From an optimization exercise on the open Yosys and OpenROAD flow, aimed at small area and a short achievable clock period; shortcuts taken in it are not production practice. Function was checked by simulation only, so behaviour that the tests miss may differ from the original. No activity file was given, so power comes from the tool's default toggle rates.

==> module fb_window_gen, before the edit <==
module fb_window_gen
#(
    parameter int CNT_W = 8
) (
    input  logic             clk,
    input  logic             rst_n,
    input  logic             trig,
    input  logic [2:0]       no_bunches,
    input  logic [3:0]       no_samples,
    input  logic [CNT_W-1:0] sample_spacing,
    input  logic [CNT_W-1:0] start_delay,
    output logic             gate,
    output logic             busy
);
    fb_pkg::fb_state_t state, state_n;
    logic             trig_d;
    logic             go;
    logic             last;
    logic [2:0]       bunches, bunches_n;
    logic [3:0]       samples, samples_n;
    logic [CNT_W-1:0] spacing, spacing_n;
    logic [CNT_W-1:0] cnt, cnt_n;
    logic             busy_q;
    assign go   = trig && !trig_d && no_bunches != 3'd0 && no_samples != 4'd0;
    assign last = cnt == CNT_W'(1);
    assign gate = state == fb_pkg::ACTIVE;
    assign busy = busy_q;
    always_comb begin
        state_n   = state;
        bunches_n = bunches;
        samples_n = samples;
        spacing_n = spacing;
        cnt_n     = cnt - CNT_W'(1);
        case (state)
            fb_pkg::IDLE: begin
                cnt_n = cnt;
                if (go) begin
                    bunches_n = no_bunches;
                    samples_n = no_samples;
                    spacing_n = sample_spacing;
                    state_n   = start_delay == '0 ? fb_pkg::ACTIVE : fb_pkg::DELAY;
                    cnt_n     = start_delay == '0 ? CNT_W'(no_samples) : start_delay;
                end
            end
            fb_pkg::DELAY, fb_pkg::GAP: if (last) begin
                state_n = fb_pkg::ACTIVE;
                cnt_n   = CNT_W'(samples);
            end
            default: if (last) begin     
                if (bunches == 3'd1) state_n = fb_pkg::IDLE;
                else begin
                    bunches_n = bunches - 3'd1;
                    state_n   = spacing > CNT_W'(samples) ? fb_pkg::GAP : fb_pkg::ACTIVE;
                    cnt_n     = spacing > CNT_W'(samples) ? spacing - CNT_W'(samples) : CNT_W'(samples);
                end
            end
        endcase
    end
    always_ff @(posedge clk or negedge rst_n) begin
        if (!rst_n) begin
            state   <= fb_pkg::IDLE;
            trig_d  <= 1'b0;
            busy_q  <= 1'b0;
        end else begin
            trig_d  <= trig;
            state   <= state_n;
            busy_q  <= state_n != fb_pkg::IDLE;
        end
    end
    always_ff @(posedge clk) begin
        bunches <= bunches_n;
        samples <= samples_n;
        spacing <= spacing_n;
        cnt     <= cnt_n;
    end
endmodule
clock: 9.0 ns
lec_check: 0
abc_clock_period_in_ps: 2000
cap_margin: 20
core_margin: 2
core_utilization: 60
cts_cluster_diameter: 80
cts_cluster_size: 24
slew_margin: 20
synth_hierarchical: 1
synth_minimum_keep_size: 0
standard.sh (not shown) runs the stock make flow with config.mk's settings and CLKGATE_MAP_FILE= SYNTH_SCRIPT=/design/flow/synth_recipe.tcl, a recipe that flattens the netlist after the stock synthesis.
==> flow/flow/run.sh <==
#!/bin/bash
set -euo pipefail
bash standard.sh SETUP_SLACK_MARGIN=6.15 "BUFFER_PORTS_ARGS=-buffer_cell sky130_fd_sc_hd__buf_1" finish > flow_make.log 2>&1
Edit:
--- a/flow/design.v
+++ b/flow/design.v
@@ -69,21 +69,23 @@
     always_ff @(posedge clk or negedge rst_n) begin
         if (!rst_n) begin
             state   <= fb_pkg::IDLE;
             trig_d  <= 1'b0;
+            bunches <= '0;
+            samples <= '0;
+            spacing <= '0;
+            cnt     <= '0;
             busy_q  <= 1'b0;
         end else begin
             trig_d  <= trig;
             state   <= state_n;
+            bunches <= bunches_n;
+            samples <= samples_n;
+            spacing <= spacing_n;
+            cnt     <= cnt_n;
             busy_q  <= state_n != fb_pkg::IDLE;
         end
     end
-    always_ff @(posedge clk) begin
-        bunches <= bunches_n;
-        samples <= samples_n;
-        spacing <= spacing_n;
-        cnt     <= cnt_n;
-    end
 endmodule
 module fb_combiner_n
 #(
     parameter int N_CH      = 4,
After rerunning:
- The new run completed without violations
- global-route usage goes up by 1.2 points
- routed wire length goes up by a few percent
- final area goes up slightly
- clock power goes up by about a fifth
- setup slack improved by 99 ps
- clock-buffer cell count goes up by 6
- non-clock buffer count goes up by 4
- fmax goes up by a few percent
- total power goes down slightly
- sequential cell count does not change
- die area goes up slightly
- sequential share of layout area goes down by 0.70 points
- first-iteration DRC count goes down by a little under a tenth


Another version of the RTL of fb_combiner_n (not shown whole).
Size in the first run: about 3200 cells after synthesis.
==> flow/config.mk <==
export PLATFORM = sky130hd
export DESIGN_NAME = fb_combiner_n
export DESIGN_NICKNAME = fb_combiner_n
export VERILOG_FILES = /design/flow/design.v
export SDC_FILE = /design/flow/constraint.sdc
export NUM_CORES = 4
export LEC_CHECK = 0
export ABC_CLOCK_PERIOD_IN_PS = 2000
export CAP_MARGIN = 20
export CORE_MARGIN = 2
export CORE_UTILIZATION = 60
export CTS_CLUSTER_DIAMETER = 80
export CTS_CLUSTER_SIZE = 24
export SLEW_MARGIN = 20
export SYNTH_HIERARCHICAL = 1
export SYNTH_MINIMUM_KEEP_SIZE = 0
==> flow/constraint.sdc <==
create_clock -name core_clock -period 9.0 [get_ports {clk}]
set_input_delay 1.8000 -clock core_clock [delete_from_list [all_inputs] [get_ports {clk}]]
set_output_delay 1.8000 -clock core_clock [all_outputs]
set_load 0.01 [all_outputs]
==> flow/flow/run.sh <==
#!/bin/bash
set -euo pipefail
bash standard.sh SETUP_SLACK_MARGIN=6.08 "BUFFER_PORTS_ARGS=-buffer_cell sky130_fd_sc_hd__buf_1" \
  "CTS_ARGS=-sink_clustering_enable -repair_clock_nets -sink_clustering_size 24 -sink_clustering_max_diameter 80 -dont_use_dummy_load" \
  finish > flow_make.log 2>&1
Change:
--- a/flow/design.v
+++ b/flow/design.v
@@ -110,18 +110,19 @@
     output logic                     dac_cond,
     output logic                     busy,
     output logic                     sat_flag
 );
     logic       gate;
     logic       g;
     logic [3:0] gsr;
     logic [3:0] vld;         
-    logic [12:0] res_d, res_q, res;    
-    logic        sat_d, sat_q, sat;    
+    logic [20:0] sum_q;      
+    logic [12:0] res;        
+    logic        sat;        
     logic        drive;
     fb_window_gen #(.CNT_W(CNT_W)) u_win (
         .clk            (clk),
         .rst_n          (rst_n),
         .trig           (trig),
         .no_bunches     (no_bunches),
         .no_samples     (no_samples),
         .sample_spacing (sample_spacing),
@@ -3560,30 +3561,30 @@
         two2_q <= two2_d;
         neg2_q <= neg2_d;
         x3_q <= {data_in[59], data_in[58], data_in[57], data_in[56], data_in[55], data_in[54], data_in[53], data_in[52], data_in[51], data_in[50], data_in[49], data_in[48], data_in[47], data_in[46], data_in[45]};
         one3_q <= one3_d;
         two3_q <= two3_d;
         neg3_q <= neg3_d;
         r2 <= {c826, c910, s825, s909, c1022, s907, c974, s821, c1082, s1021, c1052, s973, c1020, s1081, s1051, c1110, s1109, c1136, s1079, c1108, s1049, c1184, s1135, c1160, s1107, c1134, s1077, s1183, c1206, s1159, c1182, s1133, c1158, s1205, c1246, s1181, c1226, c1204, s1157, s1131, s1245, c1264, s1225, s1203, c1244, c1224, s1179, s1263, c1296, s1243, s1223, c1280, c1262, c1242, s1201, s1295, c1310, s1279, s1261, c1294, c1278, s1241, c1260, c1334, s1309, c1322, s1293, s1277, c1308, c1292, s1259, c1276, s1333, s1321, c1344, s1307, s1291, c1332, c1320, c1306, s1275, s1343, c1360, s1331, s1319, s1305, c1352, c1342, s1289, c1330, c1318, s1359, c1362, s1351, s1341, c1358, c1350, c1340, s1329, s1317, c1328, s1303, c1356, s1361, s1357, s1349, c1348, s1339, c1338, c1326, s1327, c1314, s1315, s1355, s1347, c1354, s1337, s1325, c1346, c1336, s1313, c1324, c1402, c1392, c1382, c1372, s1353, s1345, s1335, c990, c986, c982, c978, s1323, s1311, s1297, s1401, s989, s987, c938, s937, c936, c1400, s935, c866, s1399, c1398, s1397, c1396, s1395, c1394, c772, s1393, s771, s769, pg1422, s1391, s985, s983, c930, s929, c928, c1390, s927, c854, s1389, c1388, s1387, c1386, s1385, c1384, c752, s1383, s751, s749, pg1417, s1381, s981, s979, c922, s921, c920, c1380, s919, c842, s1379, c1378, s1377, c1376, s1375, c1374, c732, s1373, s731, s729, pg1412, s1371, s977, s975, c914, s913, c912, c1370, s911, c830, s1369, c1368, s1367, c1366, s1365, c1364, c712, s1363, s711, s709, pg1407};
         r3 <= {c1672, r2[215], c1670, s1671, s1669, c1668, c1666, s1667, s1665, c1664, c1662, s1663, s1661, c1660, c1658, s1659, s1657, c1656, c1654, s1655, s1653, c1652, c1650, s1651, s1649, c1648, s1647, c1646, s1645, c1614, c1644, s1613, c1612, s1643, c1812, c1642, s1811, s1641, s1809, c1808, s1807, s1805};
-        res_q <= res_d;
-        sat_q <= sat_d;
+        sum_q <= sum_w;
     end
     always_comb begin
-        if (sum_w[20:12] != 9'h000 && sum_w[20:12] != 9'h1ff) begin
-            sat_d = 1'b1;
-            res_d = sum_w[20] ? 13'h1000 : 13'h0fff;
+        if (!vld[3]) begin       
+            sat = 1'b0;
+            res = '0;
+        end else if (sum_q[20:12] != 9'h000 && sum_q[20:12] != 9'h1ff) begin
+            sat = 1'b1;
+            res = sum_q[20] ? 13'h1000 : 13'h0fff;
         end else begin
-            sat_d = 1'b0;
-            res_d = sum_w[12:0];
+            sat = 1'b0;
+            res = sum_q[12:0];
         end
     end
-    assign res = vld[3] ? res_q : '0;
-    assign sat = vld[3] & sat_q;
     always_ff @(posedge clk or negedge rst_n) begin
         if (!rst_n) begin
             vld <= '0;
         end else begin
             vld <= {vld[2:0], 1'b1};
         end
     end
     assign g     = gsr[3];
Worst hold slack got worse by 0.0080 ns.
Combinational power came out lower by about 2%.
Flip-flop and latch count came out higher by 7.
Utilization came out lower by 0.11 points.
Clock power came out higher by about 7%.
Design area hardly moves.
Clock skew came out higher by 0.021 ns.
Sequential power came out higher by about 4%.
Clock-buffer cell count came out higher by 3.
Via count hardly moves.
Synthesized cell count barely changes.
Global-route usage came out higher by 0.94 points.
Routed wire length came out higher by 0.52%.
Die area came out higher by about 0.44%.

-- afterwards: timing with drivers on the ports --
Ports are ideal in the flow. The routed layouts listed here were re-timed in OpenROAD.
Step 1, drivers: a clkbuf_16 drives clk and a buf_2 each remaining input, both assumed.
Step 2, shift: input delay + t, output delay - t, t = (earliest + latest rising clock arrival at the registers) / 2. This alone moves slack from input paths to output paths.
Three values: ideal ports, drivers, drivers and shift; two values: the first two.
run	t, ns	setup slack, ns	hold slack, ns	slew at the worst register clock pin (ns)	worst slew at a driven data input, ns
the first run of note 1	0.702	6.022 / 5.957 / 5.519	0.335 / 0.335 / 0.335	0.10 / 0.10	0.05
the second run of note 1	0.644	6.120 / 6.055 / 5.646	0.335 / 0.335 / 0.335	0.10 / 0.10	0.12
the first run of note 2	0.670	6.072 / 6.012 / 5.436	0.352 / 0.352 / 0.352	0.10 / 0.10	0.05
the second run of note 2	0.610	6.064 / 6.059 / 5.574	0.344 / 0.344 / 0.344	0.09 / 0.09	0.06
After both steps setup and hold are still met in every run listed. For the first run of note 2, which loses most, drivers alone change the setup slack by -0.060 ns; drivers and shift together by -0.636 ns.
